Background: an optimization exercise with open tools, aiming at small area, a short achievable clock period and few clock cycles per item. Do not read the settings as production practice.
In this exercise RTL edits were held to simulation tests only and were not proved equivalent to the original.

==> try-nickel <==
==> flow/design.v <==
package bmrd_pkg;
    localparam int W = 32;
    localparam logic OP_MUL = 1'b0;
    localparam logic OP_DIV = 1'b1;
    localparam int NST = W;
    localparam int SW = 3 * W + 8;
endpackage
module bmrd_cell #(
    parameter bit FIRST = 1'b0   
) (
    input  logic                        aclk,
    input  logic                        aresetn,
    input  logic                        en,
    input  logic                        valid_in,
    input  logic [bmrd_pkg::SW-1:0]     stage_in,
    output logic                        valid_out,
    output logic [bmrd_pkg::SW-1:0]     stage_out
);
    localparam int W = bmrd_pkg::W;
    logic          op, op_x, flag, pos, pos_x, ng, ng_x;
    logic [W:0]    s;
    logic [W-1:0]  low, opnd;
    logic          mul;
    assign {op, op_x, flag, pos, pos_x, ng, ng_x, s, low, opnd} = stage_in;
    assign mul = (op == bmrd_pkg::OP_MUL);
    localparam int H = (W + 1) / 2;
    logic [W:0]    mul_v, pos_v, ng_v;
    assign mul_v = {{(W+1-H){op_x == bmrd_pkg::OP_DIV}}, {H{op == bmrd_pkg::OP_MUL}}};
    assign pos_v = {{(W+1-H){~pos_x}}, {H{pos}}};
    assign ng_v  = {{(W+1-H){~ng_x}}, {H{ng}}};
    logic [W:0]    a, e, b;
    logic [W+1:0]  sum;
    logic [W:0]    s_n;
    logic [W-1:0]  low_n;
    logic          flag_n, pos_n, ng_n;
    for (genvar j = 0; j <= W; j++) begin : g_a
        if (j == 0) begin : g_lo
            assign a[j] = mul_v[j] ? s[j+1] : low[W-1];
        end else if (j == W) begin : g_hi
            assign a[j] = mul_v[j] ? s[W] : s[j-1];
        end else begin : g_mid
            assign a[j] = mul_v[j] ? s[j+1] : s[j-1];
        end
    end
    assign e     = {mul & opnd[W-1], opnd};
    for (genvar j = 0; j <= W; j++) begin : g_b
        assign b[j] = e[j] ? pos_v[j] : ng_v[j];
    end
    assign sum   = {a, 1'b1} + {b, ng};
    assign s_n   = sum[W+1:1];
    assign low_n = {low[W-2:0], mul ? s[0] : ~s[W]};
    if (FIRST) begin : g_ovf
        assign flag_n = mul ? low[W-1] : !(s[W-1:0] < opnd);
    end else begin : g_flag
        assign flag_n = mul ? low[W-1] : flag;
    end
    assign pos_n = mul ? (~low[W-2] & low[W-1]) : s_n[W];
    assign ng_n  = mul ? (low[W-2] & ~low[W-1]) : ~s_n[W];
    always_ff @(posedge aclk) begin
        if (!aresetn)
            valid_out <= 1'b0;
        else if (en)
            valid_out <= valid_in;
    end
    always_ff @(posedge aclk) begin
        if (en)
            stage_out <= {op, op_x, flag_n, pos_n, ~pos_n, ng_n, ~ng_n, s_n, low_n, opnd};
    end
endmodule
module booth_multiply_restoring_divide (
    input  logic            aclk,
    input  logic            aresetn,
    input  logic            s_valid,
    output logic            s_ready,
    input  logic [160:0]    s_payload,
    output logic            m_valid,
    input  logic            m_ready,
    output logic [128:0]    m_payload
);
    localparam int W   = bmrd_pkg::W;
    localparam int NST = bmrd_pkg::NST;
    localparam int SW  = bmrd_pkg::SW;
    logic            in_op;
    logic [W-1:0]    in_mplier, in_mcand, in_hi, in_lo, in_div;
    assign {in_op, in_mplier, in_mcand, in_hi, in_lo, in_div} = s_payload;
    logic                 adv;
    logic [NST:0][SW-1:0] chain;
    logic [NST:0]         cvalid;
    logic [SW-1:0]        init;
    logic [W-1:0]    mplier_rev;
    for (genvar i = 0; i < W; i++) begin : g_rev
        assign mplier_rev[i] = in_mplier[W-1-i];
    end
    assign init      = (in_op == bmrd_pkg::OP_MUL)
                     ? {bmrd_pkg::OP_MUL, ~bmrd_pkg::OP_MUL, 1'b0, 1'b0, 1'b1,
                        in_mplier[0], ~in_mplier[0], {(W+1){1'b0}}, mplier_rev, in_mcand}
                     : {bmrd_pkg::OP_DIV, ~bmrd_pkg::OP_DIV, 1'b0, 1'b0, 1'b1, 1'b1, 1'b0,
                        1'b0, in_hi, in_lo, in_div};
    always_ff @(posedge aclk) begin
        if (!aresetn)
            cvalid[0] <= 1'b0;
        else if (adv)
            cvalid[0] <= s_valid;
    end
    always_ff @(posedge aclk) begin
        if (adv)
            chain[0] <= init;
    end
    for (genvar i = 0; i < NST; i++) begin : g_cell
        bmrd_cell #(.FIRST(i == 0)) u_cell (
            .aclk      (aclk),
            .aresetn   (aresetn),
            .en        (adv),
            .valid_in  (cvalid[i]),
            .stage_in  (chain[i]),
            .valid_out (cvalid[i+1]),
            .stage_out (chain[i+1])
        );
    end
    logic            l_op, l_op_x, l_flag, l_pos, l_pos_x, l_ng, l_ng_x;
    logic [W:0]      l_s;
    logic [W-1:0]    l_low, l_opnd;
    logic [W-1:0]    l_low_rev;
    logic [W-1:0]    rem_fix;
    logic [128:0]    r_payload;
    assign {l_op, l_op_x, l_flag, l_pos, l_pos_x, l_ng, l_ng_x, l_s, l_low, l_opnd} = chain[NST];
    for (genvar i = 0; i < W; i++) begin : g_rev_out
        assign l_low_rev[i] = l_low[W-1-i];
    end
    assign rem_fix = l_s[W-1:0] + l_opnd;
    assign r_payload = (l_op == bmrd_pkg::OP_MUL)
                     ? {l_s[W:1], l_s[0], l_low_rev[W-1:1], {W{1'b0}}, {W{1'b0}}, 1'b0}
                     : {{(2*W){1'b0}}, l_low[W-2:0], ~l_s[W],
                        (l_s[W] ? rem_fix : l_s[W-1:0]), l_flag};
    logic            o_valid, o_empty;
    logic [128:0]    o_payload;
    assign adv = !o_valid || m_ready;
    always_ff @(posedge aclk) begin
        if (!aresetn) begin
            o_valid <= 1'b0;
            o_empty <= 1'b1;
        end else if (adv) begin
            o_valid <= cvalid[NST];
            o_empty <= !cvalid[NST];
        end
    end
    always_ff @(posedge aclk) begin
        if (adv)
            o_payload <= r_payload;
    end
    assign s_ready   = o_empty || m_ready;
    assign m_valid   = o_valid;
    assign m_payload = o_payload;
endmodule
==> flow/flow/run.sh <==
#!/bin/bash
# Standard layout, with the port buffers made of buf_4 cells instead of the
# delay cells buffer_ports picks by default.
set -euo pipefail
export BUFFER_PORTS_ARGS="-buffer_cell sky130_fd_sc_hd__buf_4"
bash standard.sh > standard.log 2>&1
==> flow/standard.sh <==
#!/bin/bash
# synth_recipe.tcl (not shown) runs the flow's synth.tcl, then flattens the netlist and writes it again
# the make line also repeats each setting of config.mk as NAME=value (left out here)
make -C /OpenROAD-flow-scripts/flow DESIGN_CONFIG=/design/flow/config.mk WORK_HOME=/design/flow/orfs CLKGATE_MAP_FILE= SYNTH_SCRIPT=/design/flow/synth_recipe.tcl "${@:-finish}"
==> flow/config.mk <==
export PLATFORM = sky130hd
export DESIGN_NAME = booth_multiply_restoring_divide
export DESIGN_NICKNAME = booth_multiply_restoring_divide
export VERILOG_FILES = /design/flow/design.v
export SDC_FILE = /design/flow/constraint.sdc
export NUM_CORES = 4
export LEC_CHECK = 0
export ABC_AREA = 1
export CAP_MARGIN = 20
export CORE_MARGIN = 2
export CORE_UTILIZATION = 60
export CTS_BUF_LIST = sky130_fd_sc_hd__clkbuf_8 sky130_fd_sc_hd__clkbuf_16
export CTS_CLUSTER_DIAMETER = 80
export CTS_CLUSTER_SIZE = 24
export PLACE_DENSITY = 0.7
export SETUP_SLACK_MARGIN = 3.0
export SLEW_MARGIN = 20
==> flow/constraint.sdc <==
create_clock -name core_clock -period 6.0 [get_ports {aclk}]
set_input_delay 1.2000 -clock core_clock [delete_from_list [all_inputs] [get_ports {aclk}]]
set_output_delay 1.2000 -clock core_clock [all_outputs]
set_load 0.01 [all_outputs]
==> inputs of try-raven, as changes to try-nickel <==
==> flow/design.v (replaced) <==
package bmrd_pkg;
    localparam int W = 32;
    localparam logic OP_MUL = 1'b0;
    localparam logic OP_DIV = 1'b1;
    localparam int NST = W;
    localparam int SW = 3 * W + 5;
endpackage
module bmrd_cell #(
    parameter bit FIRST = 1'b0   
) (
    input  logic                        aclk,
    input  logic                        aresetn,
    input  logic                        en,
    input  logic                        valid_in,
    input  logic [bmrd_pkg::SW-1:0]     stage_in,
    output logic                        valid_out,
    output logic [bmrd_pkg::SW-1:0]     stage_out
);
    localparam int W = bmrd_pkg::W;
    logic          op, flag, neg, nz;
    logic [W:0]    s;
    logic [W-1:0]  low, opnd;
    logic          mul;
    assign {op, flag, neg, nz, s, low, opnd} = stage_in;
    assign mul = (op == bmrd_pkg::OP_MUL);
    logic [W:0]    a, b;
    logic [W+1:0]  sum;
    logic [W:0]    s_n;
    logic [W-1:0]  low_n;
    logic          flag_n, neg_n, nz_n;
    assign a     = mul ? {s[W], s[W:1]} : {s[W-1:0], low[W-1]};
    assign b     = {mul & opnd[W-1], opnd} & {(W+1){nz}};
    assign sum   = {a, 1'b1} + {b ^ {(W+1){neg}}, neg};
    assign s_n   = sum[W+1:1];
    assign low_n = {low[W-2:0], mul ? s[0] : ~s[W]};
    if (FIRST) begin : g_ovf
        assign flag_n = mul ? low[W-1] : !(s[W-1:0] < opnd);
    end else begin : g_flag
        assign flag_n = mul ? low[W-1] : flag;
    end
    assign neg_n = mul ? (low[W-2] & ~low[W-1]) : ~s_n[W];
    assign nz_n  = mul ? (low[W-2] ^ low[W-1]) : 1'b1;
    always_ff @(posedge aclk) begin
        if (!aresetn)
            valid_out <= 1'b0;
        else if (en)
            valid_out <= valid_in;
    end
    always_ff @(posedge aclk) begin
        if (en)
            stage_out <= {op, flag_n, neg_n, nz_n, s_n, low_n, opnd};
    end
endmodule
module booth_multiply_restoring_divide (
    input  logic            aclk,
    input  logic            aresetn,
    input  logic            s_valid,
    output logic            s_ready,
    input  logic [160:0]    s_payload,
    output logic            m_valid,
    input  logic            m_ready,
    output logic [128:0]    m_payload
);
    localparam int W   = bmrd_pkg::W;
    localparam int NST = bmrd_pkg::NST;
    localparam int SW  = bmrd_pkg::SW;
    logic            in_op;
    logic [W-1:0]    in_mplier, in_mcand, in_hi, in_lo, in_div;
    assign {in_op, in_mplier, in_mcand, in_hi, in_lo, in_div} = s_payload;
    logic                 adv;
    logic [NST:0][SW-1:0] chain;
    logic [NST:0]         cvalid;
    logic [W-1:0]    mplier_rev;
    for (genvar i = 0; i < W; i++) begin : g_rev
        assign mplier_rev[i] = in_mplier[W-1-i];
    end
    assign chain[0]  = (in_op == bmrd_pkg::OP_MUL)
                     ? {bmrd_pkg::OP_MUL, 1'b0, in_mplier[0], in_mplier[0], {(W+1){1'b0}},
                        mplier_rev, in_mcand}
                     : {bmrd_pkg::OP_DIV, 1'b0, 1'b1, 1'b1, 1'b0, in_hi, in_lo, in_div};
    assign cvalid[0] = s_valid;
    for (genvar i = 0; i < NST; i++) begin : g_cell
        bmrd_cell #(.FIRST(i == 0)) u_cell (
            .aclk      (aclk),
            .aresetn   (aresetn),
            .en        (adv),
            .valid_in  (cvalid[i]),
            .stage_in  (chain[i]),
            .valid_out (cvalid[i+1]),
            .stage_out (chain[i+1])
        );
    end
    logic            l_op, l_flag, l_neg, l_nz;
    logic [W:0]      l_s;
    logic [W-1:0]    l_low, l_opnd;
    logic [W-1:0]    l_low_rev;
    logic [W-1:0]    rem_fix;
    logic [128:0]    r_payload;
    assign {l_op, l_flag, l_neg, l_nz, l_s, l_low, l_opnd} = chain[NST];
    for (genvar i = 0; i < W; i++) begin : g_rev_out
        assign l_low_rev[i] = l_low[W-1-i];
    end
    assign rem_fix = l_s[W-1:0] + l_opnd;
    assign r_payload = (l_op == bmrd_pkg::OP_MUL)
                     ? {l_s[W:1], l_s[0], l_low_rev[W-1:1], {W{1'b0}}, {W{1'b0}}, 1'b0}
                     : {{(2*W){1'b0}}, l_low[W-2:0], ~l_s[W],
                        (l_s[W] ? rem_fix : l_s[W-1:0]), l_flag};
    logic            o_valid;
    logic [128:0]    o_payload;
    assign adv = !o_valid || m_ready;
    always_ff @(posedge aclk) begin
        if (!aresetn)
            o_valid <= 1'b0;
        else if (adv)
            o_valid <= cvalid[NST];
    end
    always_ff @(posedge aclk) begin
        if (adv)
            o_payload <= r_payload;
    end
    assign s_ready   = adv;
    assign m_valid   = o_valid;
    assign m_payload = o_payload;
endmodule
==> flow/run.sh (new file) <==
#!/bin/bash
# synth_recipe.tcl (not shown) runs the flow's synth.tcl, then flattens the netlist and writes it again
# the make line also repeats each setting of config.mk as NAME=value (left out here)
make -C /OpenROAD-flow-scripts/flow DESIGN_CONFIG=/design/flow/config.mk WORK_HOME=/design/flow/orfs CLKGATE_MAP_FILE= SYNTH_SCRIPT=/design/flow/synth_recipe.tcl finish
- CTS_CLUSTER_SIZE: 24 -> 30
- SETUP_SLACK_MARGIN: 3.0 -> 2.8
removed: flow/flow/run.sh
removed: flow/standard.sh
==> inputs of try-tundra, as changes to try-nickel <==
==> flow/design.v (replaced) <==
package bmrd_pkg;
    localparam int W = 32;
    localparam logic OP_MUL = 1'b0;
    localparam logic OP_DIV = 1'b1;
    localparam int NST = W;
    localparam int SW = 3 * W + 5;
endpackage
module bmrd_cell #(
    parameter bit FIRST = 1'b0   
) (
    input  logic                        aclk,
    input  logic                        aresetn,
    input  logic                        en,
    input  logic                        valid_in,
    input  logic [bmrd_pkg::SW-1:0]     stage_in,
    output logic                        valid_out,
    output logic [bmrd_pkg::SW-1:0]     stage_out
);
    localparam int W = bmrd_pkg::W;
    logic          op, flag, neg, nz;
    logic [W:0]    s;
    logic [W-1:0]  low, opnd;
    logic          mul;
    assign {op, flag, neg, nz, s, low, opnd} = stage_in;
    assign mul = (op == bmrd_pkg::OP_MUL);
    logic [W:0]    a, b;
    logic [W+1:0]  sum;
    logic [W:0]    s_n;
    logic [W-1:0]  low_n;
    logic          flag_n, neg_n, nz_n;
    assign a     = mul ? {s[W], s[W:1]} : {s[W-1:0], low[W-1]};
    assign b     = {mul & opnd[W-1], opnd} & {(W+1){nz}};
    assign sum   = {a, 1'b1} + {b ^ {(W+1){neg}}, neg};
    assign s_n   = sum[W+1:1];
    assign low_n = {low[W-2:0], mul ? s[0] : ~s[W]};
    if (FIRST) begin : g_ovf
        assign flag_n = mul ? low[W-1] : !(s[W-1:0] < opnd);
    end else begin : g_flag
        assign flag_n = mul ? low[W-1] : flag;
    end
    assign neg_n = mul ? (low[W-2] & ~low[W-1]) : ~s_n[W];
    assign nz_n  = mul ? (low[W-2] ^ low[W-1]) : 1'b1;
    always_ff @(posedge aclk) begin
        if (!aresetn)
            valid_out <= 1'b0;
        else if (en)
            valid_out <= valid_in;
    end
    always_ff @(posedge aclk) begin
        if (en)
            stage_out <= {op, flag_n, neg_n, nz_n, s_n, low_n, opnd};
    end
endmodule
module booth_multiply_restoring_divide (
    input  logic            aclk,
    input  logic            aresetn,
    input  logic            s_valid,
    output logic            s_ready,
    input  logic [160:0]    s_payload,
    output logic            m_valid,
    input  logic            m_ready,
    output logic [128:0]    m_payload
);
    localparam int W   = bmrd_pkg::W;
    localparam int NST = bmrd_pkg::NST;
    localparam int SW  = bmrd_pkg::SW;
    logic            in_op;
    logic [W-1:0]    in_mplier, in_mcand, in_hi, in_lo, in_div;
    assign {in_op, in_mplier, in_mcand, in_hi, in_lo, in_div} = s_payload;
    logic                 adv;
    logic [NST:0][SW-1:0] chain;
    logic [NST:0]         cvalid;
    logic [W-1:0]    mplier_rev;
    for (genvar i = 0; i < W; i++) begin : g_rev
        assign mplier_rev[i] = in_mplier[W-1-i];
    end
    assign chain[0]  = (in_op == bmrd_pkg::OP_MUL)
                     ? {bmrd_pkg::OP_MUL, 1'b0, in_mplier[0], in_mplier[0], {(W+1){1'b0}},
                        mplier_rev, in_mcand}
                     : {bmrd_pkg::OP_DIV, 1'b0, 1'b1, 1'b1, 1'b0, in_hi, in_lo, in_div};
    assign cvalid[0] = s_valid;
    for (genvar i = 0; i < NST; i++) begin : g_cell
        bmrd_cell #(.FIRST(i == 0)) u_cell (
            .aclk      (aclk),
            .aresetn   (aresetn),
            .en        (adv),
            .valid_in  (cvalid[i]),
            .stage_in  (chain[i]),
            .valid_out (cvalid[i+1]),
            .stage_out (chain[i+1])
        );
    end
    logic            l_op, l_flag, l_neg, l_nz;
    logic [W:0]      l_s;
    logic [W-1:0]    l_low, l_opnd;
    logic [W-1:0]    l_low_rev;
    logic [W-1:0]    rem_fix;
    logic [128:0]    r_payload;
    assign {l_op, l_flag, l_neg, l_nz, l_s, l_low, l_opnd} = chain[NST];
    for (genvar i = 0; i < W; i++) begin : g_rev_out
        assign l_low_rev[i] = l_low[W-1-i];
    end
    assign rem_fix = l_s[W-1:0] + l_opnd;
    assign r_payload = (l_op == bmrd_pkg::OP_MUL)
                     ? {l_s[W:1], l_s[0], l_low_rev[W-1:1], {W{1'b0}}, {W{1'b0}}, 1'b0}
                     : {{(2*W){1'b0}}, l_low[W-2:0], ~l_s[W],
                        (l_s[W] ? rem_fix : l_s[W-1:0]), l_flag};
    logic            o_valid;
    logic [128:0]    o_payload;
    assign adv = !o_valid || m_ready;
    always_ff @(posedge aclk) begin
        if (!aresetn)
            o_valid <= 1'b0;
        else if (adv)
            o_valid <= cvalid[NST];
    end
    always_ff @(posedge aclk) begin
        if (adv)
            o_payload <= r_payload;
    end
    assign s_ready   = adv;
    assign m_valid   = o_valid;
    assign m_payload = o_payload;
endmodule
==> flow/run.sh (new file) <==
#!/bin/bash
# synth_recipe.tcl (not shown) runs the flow's synth.tcl, then flattens the netlist and writes it again
# the make line also repeats each setting of config.mk as NAME=value (left out here)
make -C /OpenROAD-flow-scripts/flow DESIGN_CONFIG=/design/flow/config.mk WORK_HOME=/design/flow/orfs CLKGATE_MAP_FILE= SYNTH_SCRIPT=/design/flow/synth_recipe.tcl finish
- CTS_BUF_LIST: sky130_fd_sc_hd__clkbuf_8 sky130_fd_sc_hd__clkbuf_16 -> not set
- CTS_CLUSTER_DIAMETER: 80 -> not set
- CTS_CLUSTER_SIZE: 24 -> not set
- SETUP_SLACK_MARGIN: 3.0 -> 2.8
removed: flow/flow/run.sh
removed: flow/standard.sh
==> notes <==
- Clock-buffer cell count: try-tundra is higher than try-nickel (221).
- Hold slack: try-nickel is better than try-tundra (0.012 ns).
- try-raven passed the timing, design-rule and antenna checks. try-nickel produced a clean layout. try-tundra completed with no timing, DRC or antenna violations.
- Of try-tundra and try-raven, try-tundra has the higher cell count (gap about 1.2%, measured against try-raven).
- Maximum frequency: try-tundra is lower than try-nickel (about 8%).
- Between try-nickel and try-tundra, the lower sequential share of layout area is in try-tundra (gap 3.7 points).
- Non-clock buffer count: try-nickel > try-raven > try-tundra.
- Register-to-register slack: try-nickel is better than try-raven (0.26 ns).
- Synthesized cell count is the same in try-raven and try-tundra.
==> figures <==
| metric | try-nickel | try-tundra | try-raven |
|---|---|---|---|
| Outcome | timing/DRC/antenna clean | timing/DRC/antenna clean | timing/DRC/antenna clean |
| Worst setup slack after placement | 2.34 ns | 1.41 ns | 1.41 ns |
| Total number of vias | 155729 | 156452 | 154780 |
| Die boundary height | 579 µm | 582 µm | 582 µm |
| EDFF count, synth | 3520 | 3327 | 3327 |
| Setup slack after layout | 3.01 ns | 2.74 ns | 2.83 ns |
| Row cnt | 211 | 212 | 212 |
| Launching point of the worst reg2reg path | g_cell[1].u_cell.stage_out[103] | g_cell[12].u_cell.stage_out[97] | g_cell[8].u_cell.stage_out[98] |
| Multi-input gate count | 15847 | 16316 | 16316 |
| Global-route met2 utilization | 52.7% | 49.1% | 48.3% |
| Initial core utilization | 60.2% | 60.2% | 60.2% |
| Sequential fraction of the synthesis area | 53.6% | 50.1% | 50.1% |
| Max Clk Rate | 0.335 GHz | 0.307 GHz | 0.316 GHz |
| Fraction of standard cell area that is sequential | 49.0% | 45.3% | 46.4% |
| Count of inverters other than clock inverters in the layout | 1860 | 2675 | 2675 |
| Post-synthesis instance area | 199000 µm² | 201000 µm² | 201000 µm² |
| Top cell type's share of synthesized area | 53.2% | 49.8% | 49.8% |
| Average wire per standard cell | 21.0 µm | 19.9 µm | 19.8 µm |
| Post-Route Skew | 0.0534 ns | 0.0397 ns | 0.0651 ns |
Testbench counts of try-nickel, summed over its fixed seeds: cycles 8,464, items 8,192.
Testbench counts of try-raven, summed over its fixed seeds: cycles 8,456, items 8,192.
Testbench counts of try-tundra, summed over its fixed seeds: cycles 8,456, items 8,192.

static timing again, ports no longer ideal:
In the flow no input, the clock included, has a driving cell. The finished layouts below were timed again as built, in two steps.
Step 1 sets driving cells, clkbuf_16 on the clock port and buf_2 on the other inputs (assumed; they add their load-dependent delay and slew).
Step 2 also shifts input and output timing later by t, the mid clock arrival at the registers, as if the neighbouring blocks saw the same clock.
a / b / c = ideal ports / drivers / drivers and shift; a / b = the first two.
run	t, ns	setup slack, ns	worst setup path at the end	worst register clock-pin slew, ns
try-nickel	1.062	3.013 / 2.955 / 2.222	input to register	0.10 / 0.10
try-raven	1.074	2.834 / 2.759 / 1.947	input to register	0.12 / 0.12
try-tundra	1.066	2.742 / 2.742 / 1.944	input to register	0.07 / 0.07
After both steps every run listed still meets setup and hold. The setup slack of try-raven, which loses most, moves by -0.075 ns with the drivers and by -0.887 ns with both steps.
